This design comes from an exercise in tuning for small area and a short achievable clock period on the open sky130 flow, not from production work. The RTL was checked by simulation tests, not by an equivalence proof against the original design. Power and IR drop assume default switching activity.

<file path="flow/design.v">
package rbdeq_pkg;
  localparam int unsigned DEPTH = 16;
  localparam int unsigned CNT_W = $clog2(DEPTH + 1);
  localparam int unsigned WORD_W = 32;
  localparam int unsigned RING = DEPTH - 2;
  typedef enum logic [2:0] {
    FUNC_PUSH_FRONT = 3'd0,
    FUNC_PUSH_BACK  = 3'd1,
    FUNC_POP_FRONT  = 3'd2,
    FUNC_POP_BACK   = 3'd3,
    FUNC_NONE       = 3'd4
  } func_e;
  typedef enum logic [1:0] {
    ST_DONE       = 2'd0,
    ST_FULL       = 2'd1,
    ST_EMPTY      = 2'd2
  } status_e;
  typedef struct packed {
    logic [2:0]               func;
    logic signed [WORD_W-1:0] push_value;
  } cmd_t;
  typedef struct packed {
    logic signed [WORD_W-1:0] popped_value;
    logic [1:0]               status;
    logic [4:0]               count_after;
    logic signed [WORD_W-1:0] first_value;
    logic signed [WORD_W-1:0] last_value;
  } res_t;
endpackage
module rbdeq_cell (
  input  logic                                clk_i,
  input  logic                                push_f_i,
  input  logic                                push_b_i,
  input  logic                                sel_f_i,
  input  logic                                sel_b_i,
  input  logic signed [rbdeq_pkg::WORD_W-1:0] wdata_i,
  output logic signed [rbdeq_pkg::WORD_W-1:0] data_o
);
  logic we;
  assign we = (push_f_i && sel_f_i) || (push_b_i && sel_b_i);
  always_ff @(posedge clk_i) begin
    if (we) data_o <= wdata_i;
  end
endmodule
module ring_buffer_double_ended_queue (
  input  logic         clk_i,
  input  logic         rst_ni,
  input  logic         start_i,
  input  logic [34:0]  cmd_i_flat,
  output logic         busy_o,
  output logic         done_o,
  output logic [102:0] result_o_flat
);
  localparam int unsigned RING = rbdeq_pkg::RING;
  localparam int unsigned W    = rbdeq_pkg::WORD_W;
  rbdeq_pkg::cmd_t cmd_i;
  rbdeq_pkg::res_t result_o;
  assign cmd_i         = rbdeq_pkg::cmd_t'(cmd_i_flat);
  assign result_o_flat = result_o;
  logic [rbdeq_pkg::CNT_W-1:0] count_q, count_d, count_up, count_down;
  logic                        empty_q, one_q, two_q, full_q;
  logic                        empty_d, one_d, two_d, full_d;
  logic [RING-1:0]             head_q, head_d, tail_q, tail_d;
  logic [RING-1:0]             head_prev, head_next, tail_prev, tail_next;
  logic signed [W-1:0]         front_q, front_d, back_q, back_d;
  logic signed [W-1:0]         popped_q, popped_d;
  logic [1:0]                  status_q, status_d;
  logic                        done_q;
  logic signed [W-1:0]         ring_data [RING];
  logic signed [W-1:0]         ring_rdata, ring_wdata;
  logic [RING-1:0]             ring_rsel, wsel_f, wsel_b;
  logic accept, three, fifteen, ge2, ge3;
  logic req_pf, req_pb, req_qf, req_qb, req_push, req_pop;
  logic push_f, push_b, pop_f, pop_b, push_ring_f, push_ring_b;
  logic f_pv, f_back, f_ring, f_hold;
  logic b_pv, b_front, b_ring, b_hold;
  assign busy_o = 1'b0;
  assign accept = start_i;
  assign ge2     = !empty_q && !one_q;
  assign ge3     = ge2 && !two_q;
  assign three   = (count_q == 5'd3);
  assign fifteen = (count_q == 5'd15);
  assign req_pf   = accept && (cmd_i.func == rbdeq_pkg::FUNC_PUSH_FRONT);
  assign req_pb   = accept && (cmd_i.func == rbdeq_pkg::FUNC_PUSH_BACK);
  assign req_qf   = accept && (cmd_i.func == rbdeq_pkg::FUNC_POP_FRONT);
  assign req_qb   = accept && (cmd_i.func == rbdeq_pkg::FUNC_POP_BACK);
  assign req_push = accept && (cmd_i.func[2:1] == 2'b00);
  assign req_pop  = accept && (cmd_i.func[2:1] == 2'b01);
  assign push_f   = req_pf && !full_q;
  assign push_b   = req_pb && !full_q;
  assign pop_f    = req_qf && !empty_q;
  assign pop_b    = req_qb && !empty_q;
  assign head_prev = {head_q[0], head_q[RING-1:1]};
  assign head_next = {head_q[RING-2:0], head_q[RING-1]};
  assign tail_prev = {tail_q[0], tail_q[RING-1:1]};
  assign tail_next = {tail_q[RING-2:0], tail_q[RING-1]};
  for (genvar i = 0; i < RING; i++) begin : g_ring
    rbdeq_cell u_cell (
      .clk_i   (clk_i),
      .push_f_i(req_pf),
      .push_b_i(req_pb),
      .sel_f_i (wsel_f[i]),
      .sel_b_i (wsel_b[i]),
      .wdata_i (ring_wdata),
      .data_o  (ring_data[i])
    );
  end
  assign ring_rsel = cmd_i.func[0] ? tail_prev : head_q;
  always_comb begin
    ring_rdata = '0;
    for (int i = 0; i < RING; i++) begin
      ring_rdata = ring_rdata | (ring_rsel[i] ? ring_data[i] : '0);
    end
  end
  assign push_ring_f = ge2 && !full_q && req_pf;
  assign push_ring_b = ge2 && !full_q && req_pb;
  assign ring_wdata  = cmd_i.func[0] ? back_q : front_q;
  assign wsel_f      = full_q ? '0 : head_prev;
  assign wsel_b      = full_q ? '0 : tail_q;
  always_comb begin
    head_d = head_q;
    tail_d = tail_q;
    if (push_ring_f)         head_d = head_prev;
    if (req_qf && ge3)       head_d = head_next;
    if (push_ring_b)         tail_d = tail_next;
    if (req_qb && ge3)       tail_d = tail_prev;
  end
  assign f_pv    = push_f || (req_pb && empty_q);
  assign f_back  = req_qf && two_q;
  assign f_ring  = req_qf && ge3;
  assign f_hold  = !empty_q && !push_f && !req_qf && !(req_qb && one_q);
  assign b_pv    = push_b || (req_pf && empty_q);
  assign b_front = req_qb && two_q;
  assign b_ring  = req_qb && ge3;
  assign b_hold  = !empty_q && !push_b && !req_qb && !(req_qf && one_q);
  assign front_d = ({W{f_pv}} & cmd_i.push_value) | ({W{f_back}} & back_q) |
                   ({W{f_ring}} & ring_rdata) | ({W{f_hold}} & front_q);
  assign back_d  = ({W{b_pv}} & cmd_i.push_value) | ({W{b_front}} & front_q) |
                   ({W{b_ring}} & ring_rdata) | ({W{b_hold}} & back_q);
  for (genvar i = 0; i < rbdeq_pkg::CNT_W; i++) begin : g_step
    if (i == 0) begin : g_lsb
      assign count_up[i]   = !count_q[0];
      assign count_down[i] = !count_q[0];
    end else begin : g_bit
      assign count_up[i]   = count_q[i] ^ (&count_q[i-1:0]);
      assign count_down[i] = count_q[i] ^ !(|count_q[i-1:0]);
    end
  end
  always_comb begin
    count_d  = count_q;
    status_d = rbdeq_pkg::ST_DONE;
    popped_d = '0;
    if (push_f || push_b) count_d = count_up;
    if (pop_f || pop_b)   count_d = count_down;
    if (pop_f || pop_b) popped_d = ring_wdata;
    if (req_push && full_q)  status_d = rbdeq_pkg::ST_FULL;
    if (req_pop && empty_q)  status_d = rbdeq_pkg::ST_EMPTY;
  end
  assign empty_d = (empty_q && !req_push) || (one_q && req_pop);
  assign one_d   = (empty_q && req_push) || (one_q && !req_push && !req_pop) || (two_q && req_pop);
  assign two_d   = (one_q && req_push) || (two_q && !req_push && !req_pop) || (three && req_pop);
  assign full_d  = (full_q && !req_pop) || (fifteen && req_push);
  always_ff @(posedge clk_i or negedge rst_ni) begin
    if (!rst_ni) begin
      count_q <= '0;
      empty_q <= 1'b1;
      one_q   <= 1'b0;
      two_q   <= 1'b0;
      full_q  <= 1'b0;
      done_q  <= 1'b0;
      head_q  <= RING'(1);
      tail_q  <= RING'(1);
    end else begin
      count_q <= count_d;
      empty_q <= empty_d;
      one_q   <= one_d;
      two_q   <= two_d;
      full_q  <= full_d;
      done_q  <= accept;
      head_q  <= head_d;
      tail_q  <= tail_d;
    end
  end
  always_ff @(posedge clk_i) begin
    front_q  <= front_d;
    back_q   <= back_d;
    popped_q <= popped_d;
    status_q <= status_d;
  end
  assign done_o                = done_q;
  assign result_o.popped_value = popped_q;
  assign result_o.status       = status_q;
  assign result_o.count_after  = 5'(count_q);
  assign result_o.first_value  = front_q;
  assign result_o.last_value   = back_q;
endmodule
</file>
<file path="flow/flow/run.sh">
#!/bin/bash
# Layout flow: the standard ORFS flow (standard.sh), unchanged except that the
# port buffers are plain sky130 buf_2 cells instead of the delay-cell buffers that
# buffer_ports picks by default.
set -euo pipefail
export BUFFER_PORTS_ARGS="-buffer_cell sky130_fd_sc_hd__buf_2"
bash standard.sh > standard_flow.log 2>&1
</file>
<file path="flow/standard.sh">
#!/bin/bash
# synth_recipe.tcl (not shown) runs the flow's synth.tcl, then flattens the netlist and writes it again
# the make line also repeats each setting of config.mk as NAME=value (left out here)
make -C /OpenROAD-flow-scripts/flow DESIGN_CONFIG=/design/flow/config.mk WORK_HOME=/design/flow/orfs CLKGATE_MAP_FILE= SYNTH_SCRIPT=/design/flow/synth_recipe.tcl "${@:-finish}"
</file>
<file path="flow/config.mk">
export PLATFORM = sky130hd
export DESIGN_NAME = ring_buffer_double_ended_queue
export DESIGN_NICKNAME = ring_buffer_double_ended_queue
export VERILOG_FILES = /design/flow/design.v
export SDC_FILE = /design/flow/constraint.sdc
export NUM_CORES = 4
export LEC_CHECK = 0
export CAP_MARGIN = 0
export CORE_MARGIN = 2
export CORE_UTILIZATION = 60
export CTS_BUF_LIST = sky130_fd_sc_hd__clkbuf_16
export CTS_CLUSTER_DIAMETER = 60
export CTS_CLUSTER_SIZE = 25
export SETUP_SLACK_MARGIN = 2.9
export SLEW_MARGIN = 0
export SYNTH_HIERARCHICAL = 1
</file>
<file path="flow/constraint.sdc">
create_clock -name core_clock -period 5.0 [get_ports {clk_i}]
set_input_delay 1.0000 -clock core_clock [delete_from_list [all_inputs] [get_ports {clk_i}]]
set_output_delay 1.0000 -clock core_clock [all_outputs]
set_load 0.01 [all_outputs]
</file>
==> results of run 1 <==
==> tightest hold or removal path: cells and delay by family, from the launching register on <==
kind	cells	cell delay, ns
DFF	1	0.35
AOI/OAI and AO/OA	2	0.14
==> Yosys stat by module, one instance, submodules excluded <==
module	area, um2	flops+latches	copies in the design
ring_buffer_double_ended_queue	8656	136	1
rbdeq_cell	969.7	32	14
==> area by class of cell <==
type | instances | area, um2
Sequential cell | 584 | 16470
Fill cell | 2280 | 9622
Multi-Input combinational cell | 779 | 6319
Timing Repair Buffer | 249 | 2359
Clock buffer | 37 | 925.9
Tap cell | 468 | 585.6
Clock inverter | 28 | 235.2
Inverter | 1 | 3.754
==> repair_timing <==
| action | CTS | global route |
|---|---|---|
| resized for setup | 115 | 37 |
| pin swaps | 20 | 2 |
| endpoints found under the hold margin | 0 | 0 |
| buffers inserted | 83 | 9 |
| endpoints found under the setup margin | 636 | 132 |
| cloned | 23 | 14 |
==> Yosys cell counts (all sizes together) <==
| cell type | instances |
|---|---|
| a2111oi | 1 |
| a21oi | 17 |
| a222oi | 64 |
| a22o | 14 |
| a22oi | 224 |
| a31o | 1 |
| a31oi | 2 |
| a41oi | 1 |
| and2 | 33 |
| and3 | 1 |
| and4b | 1 |
| buf | 63 |
| clkbuf | 31 |
| conb | 1 |
| dfrtp | 35 |
| dfstp | 3 |
| dfxtp | 98 |
| edfxtp | 448 |
| inv | 1 |
| mux2 | 46 |
| mux2i | 30 |
| nand2 | 82 |
| nand2b | 3 |
| nand3 | 33 |
| nand3b | 1 |
| nand4 | 3 |
| nor2 | 23 |
| nor2b | 31 |
| nor3 | 38 |
| nor3b | 2 |
| nor4 | 3 |
| o21a | 1 |
| o21ai | 81 |
| o41ai | 2 |
| or2 | 1 |
| xnor2 | 3 |
| xor2 | 2 |
==> per-stage QoR <==
step / setup slack (ns) / hold WS, ns
2_1_floorplan: 2.214 / 0.4768
3_3_place_gp: 1.493 / 0.5026
3_5_place_dp: 1.453 / 0.5075
4_1_cts: 2.865 / 0.5252
5_1_grt: 2.862 / 0.5488
6_report: 2.885 / 0.5253
==> power by group through the flow <==
stage	logic [mW]	registers (mW)	clock network, mW
6_report	4.20	7.06	3.16
5_1_grt	4.36	7.10	3.33
4_1_cts	3.77	6.93	3.16
3_5_place_dp	3.21	6.97	0
3_3_place_gp	3.15	6.94	0
2_1_floorplan	1.98	6.98	0
==> cells in the final DEF (no fill, tap or decap), types with 17 or more instances in the layout <==
master and count:
buf_2 129, mux2_4 17, nor3_2 32, o21ai_1 68, nand2_1 81, clkbuf_16 39, dfxtp_2 56, edfxtp_1 448
nand3_1 33, buf_12 54, dfrtp_1 32, nor2b_1 30, a21oi_1 17, a22oi_1 224, mux2i_1 30, buf_4 46
mux2_2 30, nor2_1 21, a222oi_1 64, dfxtp_1 34, a22o_4 28, and2_1 32
==> layer usage <==
metal,up-vias,part of all wire [%],track usage (%)
li1,6247,-,-
met1,7722,35,48.22
met2,1292,45,56.30
met3,270,13,8.248
met4,0,6.8,20.43
met5,-,0,0
==> state kept, by name (all words and copies together), names as in the netlist <==
register,flops
g_ring.u_cell.data_o,448
back_q,32
front_q,32
popped_q,32
head_q,14
tail_q,14
count_q,5
status_q,2
done_q,1
empty_q,1
full_q,1
one_q,1
two_q,1
==> cells by family (layout without fill, tap and decap cells) <==
| group | Yosys count | in the layout |
|---|---|---|
| xor gates and xnor gates | 5 | 5 |
| buffers and inverters | 95 | 315 |
| and+or+nand+nor | 255 | 260 |
| other | 1 | 1 |
| muxes | 76 | 91 |
| DFF | 584 | 584 |
| AOI/OAI and AO/OA | 408 | 422 |
==> how the worst max path moves through the flow <==
stage,startpoint,slack [ns],to,cells after the start
after floorplan,cmd_i_flat[32],2.21,g_ring[0].u_cell.data_o[0],6
after global placement,cmd_i_flat[32],1.49,front_q[1],6
after detailed placement,cmd_i_flat[32],1.45,front_q[1],6
after CTS,cmd_i_flat[32],2.86,front_q[1],6
after global routing,cmd_i_flat[32],2.86,front_q[0],6
final,cmd_i_flat[32],2.89,front_q[30],6
==> results.cfg, run 1 <==
[detailed_routing]
totalWireLength_mm = 76.44
drt_first_pass_iters = 8
vias = 15530
drtIter0Drc = 2545
ant_nets = 0
drc = 0
vias_per_cell = 7.237
routedWlPerCell_um = 35.62

[critical_path]
cp_slowest_cell = mux2_8
cpPeakStageDelay_ns = 0.48
worstPathMaxFanout = 16
cp_top_family = simple AND/OR/NAND/NOR gates
crit_required_ns = 5.46
crit_buf_inv = 1
reg2reg_from = full_q
crit_chain = buf_16, mux2_8, a22oi_1, nand2_1, nor3_4, o21ai_1
end_kind = flop
r2r_cells = 4
r2r_end = g_ring[6].u_cell.data_o[21]
start_kind = input pin
cp.arrival_ns = 2.57
ff2ff_setup_slack_ns = 2.90
criticalPathCategory = input pin to flop

[finish]
drive_gt1_share_pct = 31.05
nets = 1690
finalNonFillerCells = 2146
antenna_cells = 0
syn_to_final_growth_pct = 21.00
fin_util_pct = 73.66
final_area_um2 = 26900

[worst_hold_path]
hold_end = front_q[20]
hold_start = back_q[20]
hold_class = flop to flop
whs_path_depth = 2

[die]
die_area_um2 = 38610
initial_core_util_pct = 60.87
chipHeight_um = 196.5
die_w_um = 196.5
core-area_um2 = 36520
std_cell_rows = 70
ios = 143

[clock_network]
tritoncts = done
clk_latency_ns = 0.57
cts_buffers = 37
htreeDepth = 2
numClockSinks = 584
clk_pin_slew_ns = 0.10
cts.path.max_buffers = 3
cts_hold_buffers = 0
cts_root_buffer = clkbuf_16

[sta]
max_freq_mhz = 472.8
rsz0062_at_grt = yes
finalSetupViolations = 0
fin_crit_sh_pct = 42.30
drv_slew = 0
finalHoldViolations = 0
finClkSkew_ns = 0.01669
period_minus_slack_ns = 2.115
slew_headroom_pct = 37.46
setup-tns-final_ns = 0
worstMarginPinSlew_ns = 0.9381

[power]
seq_power_share_pct = 48.9
power_mw = 14.42
switchingPower_mw = 5.019
p_comb_share_pct = 29.1
power_frac_clock_pct = 21.9
p_per_area_nw_per_um2 = 536.1
p_leak_nw = 9.755
ir_drop_v = 0.0004481
p_sw_share_pct = 34.80
p_int_mw = 9.402

[yosys]
synth_top_area_share_pct = 60.51
synthMuxAreaShare_pct = 3.833
synth_area_leaders = edfxtp_1 (61%), dfxtp_1 (8.8%), a22oi_1 (7.6%)
synth_top_family_by_area = compound AO/OA/AOI/OAI gates
synth_area_um2 = 22230
synthXorXnorAreaFrac_pct = 0.1970
syn_nets = 1462
synth_fa_ha_area_share_pct = 0
synthCells = 1424
avgSynthCellArea_um2 = 15.61
yosysSeqAreaShare_pct = 73.63
synth_largest_area_cell = edfxtp_1
ys_warn_count = 9
ys_ff_latch = 584
synth-compound-area-share_pct = 13.61
synthDistinctLibCells = 45
synth_simple_gate_area_share_pct = 6.388

[placed_design]
dpl.hpwl_mm = 29.55
place_area_um2 = 23300
dpl.cell_count = 1952
portBuffers = 141
place.gp.congestion = 0.7264

[global_routing]
grt_start_max_net_pins = 39
grt_pass1_wl_mm = 98.99
antenna_found_initial = 0
gr-total-overflow = 0
track_usage_pct = 36.38
grt_pass1_vias = 14190

[flow_run]
maxCapViolations = 0

[run_status]
outcome = no timing/DRC/antenna violations
==> inputs of run 2 (changes only) <==
--- a/flow/config.mk
+++ b/flow/config.mk
@@ -7,10 +7,10 @@
 export LEC_CHECK = 0
 export CAP_MARGIN = 0
 export CORE_MARGIN = 2
-export CORE_UTILIZATION = 60
+export CORE_UTILIZATION = 50
 export CTS_BUF_LIST = sky130_fd_sc_hd__clkbuf_16
 export CTS_CLUSTER_DIAMETER = 60
 export CTS_CLUSTER_SIZE = 25
-export SETUP_SLACK_MARGIN = 2.9
+export SETUP_SLACK_MARGIN = 2.85
 export SLEW_MARGIN = 0
 export SYNTH_HIERARCHICAL = 1
==> results.cfg, run 2 <==
[sta]
finalSetupViolations = 0
fin_crit_sh_pct = 42.70
finalHoldViolations = 0
period_minus_slack_ns = 2.135
finClkSkew_ns = 0.01926
worstMarginPinSlew_ns = 0.9283
max_freq_mhz = 468.4
setup-tns-final_ns = 0
rsz0062_at_grt = yes
setup_ws_ns = 2.865
drv_slew = 0
slew_headroom_pct = 38.11

[finish]
drive_gt1_share_pct = 29.10
multiInputGateArea_um2 = 6254
fillers = 3264
finalNonFillerCells = 2256
final_area_um2 = 26900
largest_reg_flops = 448
syn_to_final_growth_pct = 20.98
regArea_um2 = 16420
final_common_cell = edfxtp_1
top_register = g_ring.u_cell.data_o
nets = 1671
final_cell_mix = edfxtp_1 (448), a22oi_1 (224), buf_2 (135)

[critical_path]
cp_num_cells = 1
criticalPathCategory = flop to primary output
cp_top_family = flip-flops
end_kind = primary output
r2r_cells = 3
cpPeakStageDelay_ns = 0.43
crit_buf_inv = 1
start_kind = flop
cp.arrival_ns = 1.14
cp_slowest_cell = dfrtp_2
crit_chain = buf_6
worstPathMaxFanout = 2
crit_required_ns = 4.00

[die]
die_w_um = 214.9
ios = 143
die_area_um2 = 46160
chipHeight_um = 214.9
initial_core_util_pct = 50.49
core-area_um2 = 44030
std_cell_rows = 77

[yosys]
synth_largest_area_cell = edfxtp_1
post-synth-top-count-cell = edfxtp_1
synth.top_cells.by_count = edfxtp_1 (448), a22oi_1 (224), dfxtp_1 (98), nand2_1 (81), a222oi_1 (64)
synthDistinctLibCells = 45
ys_warn_count = 9
synth_top_area_share_pct = 60.51
synthCells = 1424
ys_ff_latch = 584
synthArstFlopShare_pct = 6.507
avgSynthCellArea_um2 = 15.61
yosysSeqAreaShare_pct = 73.63
syn_nets = 1462
synth_edf_count = 448
synthFlopType = edfxtp_1
synth_area_leaders = edfxtp_1 (61%), dfxtp_1 (8.8%), a22oi_1 (7.6%)
synth_area_um2 = 22230

[run_status]
outcome = no timing/DRC/antenna violations

[detailed_routing]
vias_per_cell = 6.607
drt_first_pass_iters = 7
vias = 14910
drc = 0
ant_nets = 0
drtIter0Drc = 2438
routedWlPerCell_um = 32.50
totalWireLength_mm = 73.31

[clock_network]
htreeDepth = 2
tritoncts = done
clk_pin_slew_ns = 0.09
cts_buffers = 39
numClockSinks = 584
cts_hold_buffers = 0
cts_root_buffer = clkbuf_16
clk_latency_ns = 0.59
cts.path.max_buffers = 3

[power]
ir_drop_v = 0.0003152
p_leak_nw = 9.675
p_per_area_nw_per_um2 = 535.3

[global_routing]
gr-total-overflow = 0
grt_pass1_wl_mm = 97.93
track_usage_pct = 29.31
grt_pass1_vias = 13920
antenna_found_initial = 2
grt_start_max_net_pins = 39

[placed_design]
portBuffers = 141
dpl_worst_slack_ns = 1.304
dpl.hpwl_mm = 29.27
place.gp.congestion = 0.7405
dpl.cell_count = 2073
place_area_um2 = 23450

[worst_hold_path]
whs_path_depth = 2
hold_class = flop to flop

[flow_run]
maxCapViolations = 0
run 2: cell counts after synthesis:
No cell type changed its count.
run 2: what timing repair did:
item | 4_1_cts | 5_1_grt
pin swaps | 22 | 5
setup buffers | 78 | 2
gates resized for setup | 66 | 46
setup endpoints to repair | 556 | 107
gates cloned | 20 | 11
run 2: where the power goes:
group / internal (mW) / switching (mW)
Clock: 1.69 / 1.81
Sequential: 6.45 / 0.525
Combinational: 1.35 / 2.59
run 2: routing by layer:
metal	global-route usage, %	part of all wire [%]
met2	45.44	45
met5	0	0
met3	5.435	12
met4	12.34	5.0
met1	40.97	39
run 2: through the flow:
| step | hold slack (ns) | utilization [%] | power [mW] |
|---|---|---|---|
| global route | 0.5595 | 61.08 | 14.88 |
| CTS | 0.5329 | 60.27 | 14.06 |
| detailed placement | 0.5205 | 53.26 | 10.18 |
| global placement | 0.5068 | 53.26 | 10.09 |
| floorplan | 0.4768 | - | 8.955 |
| finish | 0.5274 | 61.09 | 14.40 |
run 2: logic make-up after synthesis:
logic type | Yosys count | synth area share, %
multiplexers | 76 | 3.833
buffers and inverters | 95 | 2.324
AND/OR/NAND/NOR | 255 | 6.388
AO/OA/AOI/OAI | 408 | 13.61
XOR/XNOR | 5 | 0.1970
other | 1 | 0.01687
flip-flops | 584 | 73.63
run 2: layout make-up:
cell class	count	area share, %
Sequential cell	584	61.06
Tap cell	592	2.754
Clock inverter	30	1.237
Multi-Input combinational cell	774	23.25
Timing Repair Buffer	233	7.857
Antenna cell	1	0.009304
Inverter	1	0.01396
Clock buffer	41	3.815
run 2: worst paths after layout:
check                           slack, ns         from                    endpoint
max in group asynchronous            3.82       rst_ni                  count_q[1]
worst min-delay path                 0.53  front_q[25]                  back_q[25]
worst max-delay path                 2.86   count_q[0]           result_o_flat[64]
worst max register to register       3.00    head_q[6]  g_ring[5].u_cell.data_o[9]
min in group asynchronous            0.55       rst_ni                   tail_q[4]
worst min register to register       0.53  front_q[25]                  back_q[25]
run 2: Yosys stat by module (local to each module, per instance):
| module | flip-flops and latches | times used |
|---|---|---|
| rbdeq_cell | 32 | 14 |
| ring_buffer_double_ended_queue | 136 | 1 |
==> inputs of run 3 (changes only) <==
--- a/flow/config.mk
+++ b/flow/config.mk
@@ -7,7 +7,7 @@
 export LEC_CHECK = 0
 export CAP_MARGIN = 0
 export CORE_MARGIN = 2
-export CORE_UTILIZATION = 50
+export CORE_UTILIZATION = 70
 export CTS_BUF_LIST = sky130_fd_sc_hd__clkbuf_16
 export CTS_CLUSTER_DIAMETER = 60
 export CTS_CLUSTER_SIZE = 25
==> results.cfg, run 3 <==
[sta]
fin_crit_sh_pct = 42.86
setup-tns-final_ns = 0
rsz0062_at_grt = no
max_freq_mhz = 466.6
period_minus_slack_ns = 2.143
drv_slew = 0
finClkSkew_ns = 0.03546
finalHoldViolations = 0
slew_headroom_pct = 39.39
finalSetupViolations = 0
worstMarginPinSlew_ns = 0.9091
whs_ns = 0.5313
setup_ws_ns = 2.857

[global_routing]
grt_pass1_wl_mm = 90.18
track_usage_pct = 37.77
gr-total-overflow = 0
grt_start_max_net_pins = 39
antenna_found_initial = 2
grt_pass1_vias = 13780

[finish]
largest_reg_flops = 448
top_register = g_ring.u_cell.data_o
fillers = 1539
nets = 1658
final_common_cell = edfxtp_1
syn_to_final_growth_pct = 17.78
drive_gt1_share_pct = 26.79
final_cell_mix = edfxtp_1 (448), a22oi_1 (224), buf_2 (138)

[die]
std_cell_rows = 65
die_w_um = 182.2
chipHeight_um = 182.2
die_area_um2 = 33200
core-area_um2 = 31390
initial_core_util_pct = 70.82
ios = 143

[critical_path]
crit_required_ns = 4.00
cp.arrival_ns = 1.14
cp_slowest_cell = dfxtp_1
criticalPathCategory = flop to primary output
start_kind = flop
end_kind = primary output
cp_top_family = flip-flops
cpPeakStageDelay_ns = 0.42
worstPathMaxFanout = 4
crit_chain = buf_2
cp_num_cells = 1
r2r_cells = 2
crit_buf_inv = 1

[yosys]
yosysSeqAreaShare_pct = 73.63
synth.top_cells.by_count = edfxtp_1 (448), a22oi_1 (224), dfxtp_1 (98), nand2_1 (81), a222oi_1 (64)
synthArstFlopShare_pct = 6.507
ys_ff_latch = 584
synthCells = 1424
synthDistinctLibCells = 45
synth_area_um2 = 22230
synth_edf_count = 448
synth_top_area_share_pct = 60.51
post-synth-top-count-cell = edfxtp_1
ys_warn_count = 9
synthFlopType = edfxtp_1
synth_largest_area_cell = edfxtp_1
syn_nets = 1462
avgSynthCellArea_um2 = 15.61
synth_area_leaders = edfxtp_1 (61%), dfxtp_1 (8.8%), a22oi_1 (7.6%)

[placed_design]
place.gp.congestion = 0.7664
dpl.hpwl_mm = 28.46
dpl_worst_slack_ns = 1.506
portBuffers = 141

[worst_hold_path]
hold_class = flop to flop
whs_path_depth = 2

[detailed_routing]
drtIter0Drc = 3130
ant_nets = 0
drc = 0
drt_first_pass_iters = 12
vias = 15300
routedWlPerCell_um = 33.72
totalWireLength_mm = 69.09
vias_per_cell = 7.468

[clock_network]
tritoncts = done
cts_root_buffer = clkbuf_16
cts_hold_buffers = 0
htreeDepth = 2
clk_latency_ns = 0.57
cts_buffers = 37
numClockSinks = 584
clk_pin_slew_ns = 0.08
cts.path.max_buffers = 3

[flow_run]
maxCapViolations = 0

[power]
ir_drop_v = 0.0004057
p_leak_nw = 9.508
p_per_area_nw_per_um2 = 535.8

[run_status]
outcome = no timing/DRC/antenna violations
==> run 3: layer usage <==
| metal | part of all wire (%) | global-route usage [%] |
|---|---|---|
| met3 | 16 | 10.36 |
| met1 | 34 | 51.08 |
| met2 | 45 | 58.93 |
| met4 | 5.7 | 15.97 |
| met5 | 0.029 | 0 |
==> run 3: worst paths after layout <==
check                      startpoint                          end  slack [ns]
min in group asynchronous      rst_ni                   tail_q[12]        0.58
max reg2reg                 tail_q[2]  g_ring[2].u_cell.data_o[20]        2.91
min reg2reg                 tail_q[0]                    tail_q[0]        0.53
min                         tail_q[0]                    tail_q[0]        0.53
max in group asynchronous      rst_ni                   count_q[2]        3.78
max                         back_q[3]             result_o_flat[3]        2.86
==> run 3: layout make-up <==
type                    count  area, um2  share of cell area [%]
clock buffers              37      925.9                   3.536
multi-input cells         773       6163                   23.54
inverters                   1      3.754                 0.01434
flip-flops and latches    584      16400                   62.62
repair buffers            223       1923                   7.345
clock inverters            28      266.5                   1.018
well taps                 402      503.0                   1.921
diodes                      1      2.502                0.009557
==> run 3: report_power, final <==
group / switching [mW] / internal, mW
logic: 2.54 / 1.29
clock network: 1.68 / 1.53
registers: 0.566 / 6.43
total: 4.79 / 9.24
==> run 3: timing repair <==
action,4_1_cts,5_1_grt
setup buffers,41,28
gates resized for setup,46,35
pin swaps,20,2
setup endpoints to repair,576,330
gates cloned,19,11
==> run 3: metrics by stage <==
stage	util [%]	cell area [um2]	std cells	power, mW
finish	83.41	26180	2049	14.03
global route	83.40	26180	2048	14.40
CTS	81.05	25440	2009	13.48
detailed placement	73.95	23210	1884	10.12
global placement	73.95	23210	1884	9.988
floorplan	-	22400	1424	8.955
==> run 3: logic make-up after synthesis <==
kind of cell,after synthesis,synth area share [%]
multiplexers,76,3.833
flip-flops,584,73.63
other,1,0.01687
buffers and inverters,95,2.324
XOR/XNOR,5,0.1970
AND/OR/NAND/NOR,255,6.388
AO/OA/AOI/OAI,408,13.61
==> run 3: modules after synthesis, one instance, submodules excluded <==
module	flops+latches	times used	area [um2]	cells inside
ring_buffer_double_ended_queue	136	1	8656	962
rbdeq_cell	32	14	969.7	33
==> inputs of run 4 (changes only) <==
--- a/flow/config.mk
+++ b/flow/config.mk
@@ -7,7 +7,7 @@
 export LEC_CHECK = 0
 export CAP_MARGIN = 0
 export CORE_MARGIN = 2
-export CORE_UTILIZATION = 70
+export CORE_UTILIZATION = 60
 export CTS_BUF_LIST = sky130_fd_sc_hd__clkbuf_16
 export CTS_CLUSTER_DIAMETER = 60
 export CTS_CLUSTER_SIZE = 25
==> results.cfg, run 4 <==
[critical_path]
cp_num_cells = 7
crit_required_ns = 5.27
start_kind = input pin
cp_slowest_cell = nor2_4
reg2reg_from = tail_q[3]
r2r_end = g_ring[3].u_cell.data_o[7]
setup.worst_path.end = g_ring[3].u_cell.data_o[7]
crit_chain = buf_2, nand2b_4, nor2_4, and2_4, buf_12, a22o_4, buf_4
cp_top_family = simple AND/OR/NAND/NOR gates
criticalPathCategory = input pin to flop
crit_path_start = cmd_i_flat[34]
crit_buf_inv = 3
cp.arrival_ns = 2.42
r2r_cells = 3
cpPeakStageDelay_ns = 0.25
end_kind = flop
worstPathMaxFanout = 13
ff2ff_setup_slack_ns = 2.92

[finish]
final_cell_mix = edfxtp_1 (448), a22oi_1 (224), buf_2 (139)
antenna_cells = 0
drive_gt1_share_pct = 27.18
multiInputGateArea_um2 = 6196
top_register = g_ring.u_cell.data_o
regArea_um2 = 16390
final_common_cell = edfxtp_1
final_area_um2 = 26560
fillers = 2334
largest_reg_flops = 448
nets = 1664
syn_to_final_growth_pct = 19.49
fin_util_pct = 72.73

[sta]
worstMarginPinSlew_ns = 0.8980
max_freq_mhz = 466.0
finalHoldViolations = 0
rsz0062_at_grt = yes
period_minus_slack_ns = 2.146
fin_crit_sh_pct = 42.91
finClkSkew_ns = 0.01970
slew_headroom_pct = 40.13
setup-tns-final_ns = 0
finalSetupViolations = 0
whs_ns = 0.5488
drv_slew = 0

[yosys]
syn_nets = 1462
yosysSeqAreaShare_pct = 73.63
synth_area_leaders = edfxtp_1 (61%), dfxtp_1 (8.8%), a22oi_1 (7.6%)
synth_fa_ha_area_share_pct = 0
ys_ff_latch = 584
avgSynthCellArea_um2 = 15.61
synth_top_area_share_pct = 60.51
synth_simple_gate_area_share_pct = 6.388
synth_top_family_by_area = compound AO/OA/AOI/OAI gates
ys_warn_count = 9
synth.top_cells.by_count = edfxtp_1 (448), a22oi_1 (224), dfxtp_1 (98), nand2_1 (81), a222oi_1 (64)
post-synth-top-count-cell = edfxtp_1
synth_edf_count = 448
synthArstFlopShare_pct = 6.507
synthDistinctLibCells = 45
synthXorXnorAreaFrac_pct = 0.1970
synth-compound-area-share_pct = 13.61
synthMuxAreaShare_pct = 3.833
synth_largest_area_cell = edfxtp_1
synthCells = 1424
synth_area_um2 = 22230
synthFlopType = edfxtp_1

[die]
chipHeight_um = 196.5
die_area_um2 = 38610
std_cell_rows = 70
ios = 143
initial_core_util_pct = 60.87
die_w_um = 196.5
core-area_um2 = 36520

[placed_design]
place_area_um2 = 23310
portBuffers = 141
dpl.hpwl_mm = 28.88
place.gp.congestion = 0.7245

[detailed_routing]
routedWlPerCell_um = 34.12
totalWireLength_mm = 72.33
ant_nets = 0
vias_per_cell = 7.066
vias = 14980
drt_first_pass_iters = 6
drc = 0
drtIter0Drc = 2278

[global_routing]
antenna_found_initial = 0
use_met1_pct = 47.68
track_usage_pct = 35.02
grt_use_met3_pct = 6.485
top_usage_layer = met2
grt_pass1_vias = 13840
gr-total-overflow = 0
grt_use_met2_pct = 54.94
grt_start_max_net_pins = 39
grt_pass1_wl_mm = 95.95

[clock_network]
cts_buffers = 36
cts_root_buffer = clkbuf_16
htreeDepth = 2
numClockSinks = 584
tritoncts = done
clk_pin_slew_ns = 0.09
cts.path.max_buffers = 3
cts_hold_buffers = 0
clk_latency_ns = 0.56

[power]
p_leak_nw = 9.598
p_per_area_nw_per_um2 = 535.9
ir_drop_v = 0.0004250

[run_status]
outcome = no timing/DRC/antenna violations

[worst_hold_path]
hold_class = flop to flop
whs_path_depth = 2

[flow_run]
maxCapViolations = 0
-- run 4: cell counts after synthesis --
No cell type changed its count.
-- run 4: final cells by class --
cell class | instances | share of cell area [%]
Tap cell | 468 | 2.204
Clock buffer | 37 | 3.485
Multi-Input combinational cell | 773 | 23.32
Clock inverter | 27 | 1.248
Timing Repair Buffer | 230 | 8.012
Inverter | 1 | 0.01413
Sequential cell | 584 | 61.71
-- run 4: how the worst min path moves through the flow --
stage	startpoint	end
floorplan	tail_q[0]	tail_q[0]
global placement	tail_q[0]	tail_q[0]
detailed placement	head_q[0]	head_q[0]
CTS	head_q[0]	head_q[0]
global route	back_q[28]	front_q[28]
finish	head_q[0]	head_q[0]
-- run 4: what timing repair did --
item / 4_1_cts / 5_1_grt
resized for setup: 52 / 25
setup buffers: 71 / 4
endpoints found under the setup margin: 581 / 69
cloned: 20 / 10
pin swaps: 18 / 4
-- run 4: kinds of logic (layout without fill, tap and decap cells) --
logic type | count (synthesis) | in the layout
DFF | 584 | 584
and+or+nand+nor | 255 | 258
muxes | 76 | 86
xor gates and xnor gates | 5 | 5
other | 1 | 1
AOI/OAI and AO/OA | 408 | 423
buffers and inverters | 95 | 295
-- run 4: report_power, final --
group / internal [mW] / total [mW] / switching (mW)
Combinational: 1.32 / 3.91 / 2.59
Clock: 1.64 / 3.35 / 1.72
Sequential: 6.42 / 6.97 / 0.545
Total: 9.38 / 14.2 / 4.85
-- run 4: metrics by stage --
step | cells | worst slack [ns] | power (mW)
6_report | 2120 | 2.854 | 14.24
5_1_grt | 2120 | 2.805 | 14.65
4_1_cts | 2106 | 2.850 | 13.86
3_5_place_dp | 1951 | 1.450 | 10.18
3_3_place_gp | 1951 | 1.481 | 10.09
2_1_floorplan | 1424 | 2.214 | 8.955
-- run 4: per-module statistics from Yosys, one instance, submodules excluded --
module,cells,copies in the design,flops+latches,area (um2)
rbdeq_cell,33,14,32,969.7
ring_buffer_double_ended_queue,962,1,136,8656
-- run 4: worst min-delay path, stage by stage (launching register included) --
cell	delay (ns)
dfstp_2	0.41
nor2_1	0.10
a21oi_1	0.05
-- run 4: per-layer routing --
layer | wire length (um) | vias to the layer above | share of wire, %
met2 | 33160 | 1103 | 46
met1 | 25870 | 7473 | 36
met4 | 4323 | 0 | 6.0
met3 | 8976 | 220 | 12
met5 | 0 | - | 0
li1 | - | 6184 | -

## re-timing with driven ports
The flow's constraints put no driver on any port. The routed layouts listed below were extracted and timed again, unchanged, in two steps.
Step 1: set_driving_cell puts a clkbuf_16 on clk_i and a buf_2 on each other input, an assumption about the parent block.
Step 2 times the ports against the registers' clock, not the clock port: input delays grow and output delays shrink by t, the midpoint of the rising clock arrivals with the driver on.
Slacks: ideal / step 1 / step 2; pairs: ideal / step 1.
run	t, ns	setup slack, ns	worst hold slack (ns)	latest minus earliest clock arrival (ns)
run 1	0.621	2.885 / 2.659 / 2.038	0.525 / 0.525 / 0.525	0.024 / 0.024
run 2	0.639	2.865 / 2.701 / 2.062	0.527 / 0.513 / 0.527	0.026 / 0.026
run 3	0.606	2.857 / 2.682 / 2.076	0.531 / 0.531 / 0.531	0.035 / 0.036
run 4	0.605	2.854 / 2.682 / 2.078	0.549 / 0.543 / 0.549	0.020 / 0.019
After both steps every run listed still meets setup and hold. The setup slack of run 1, which loses most, moves by -0.226 ns with the drivers and by -0.847 ns with both steps.
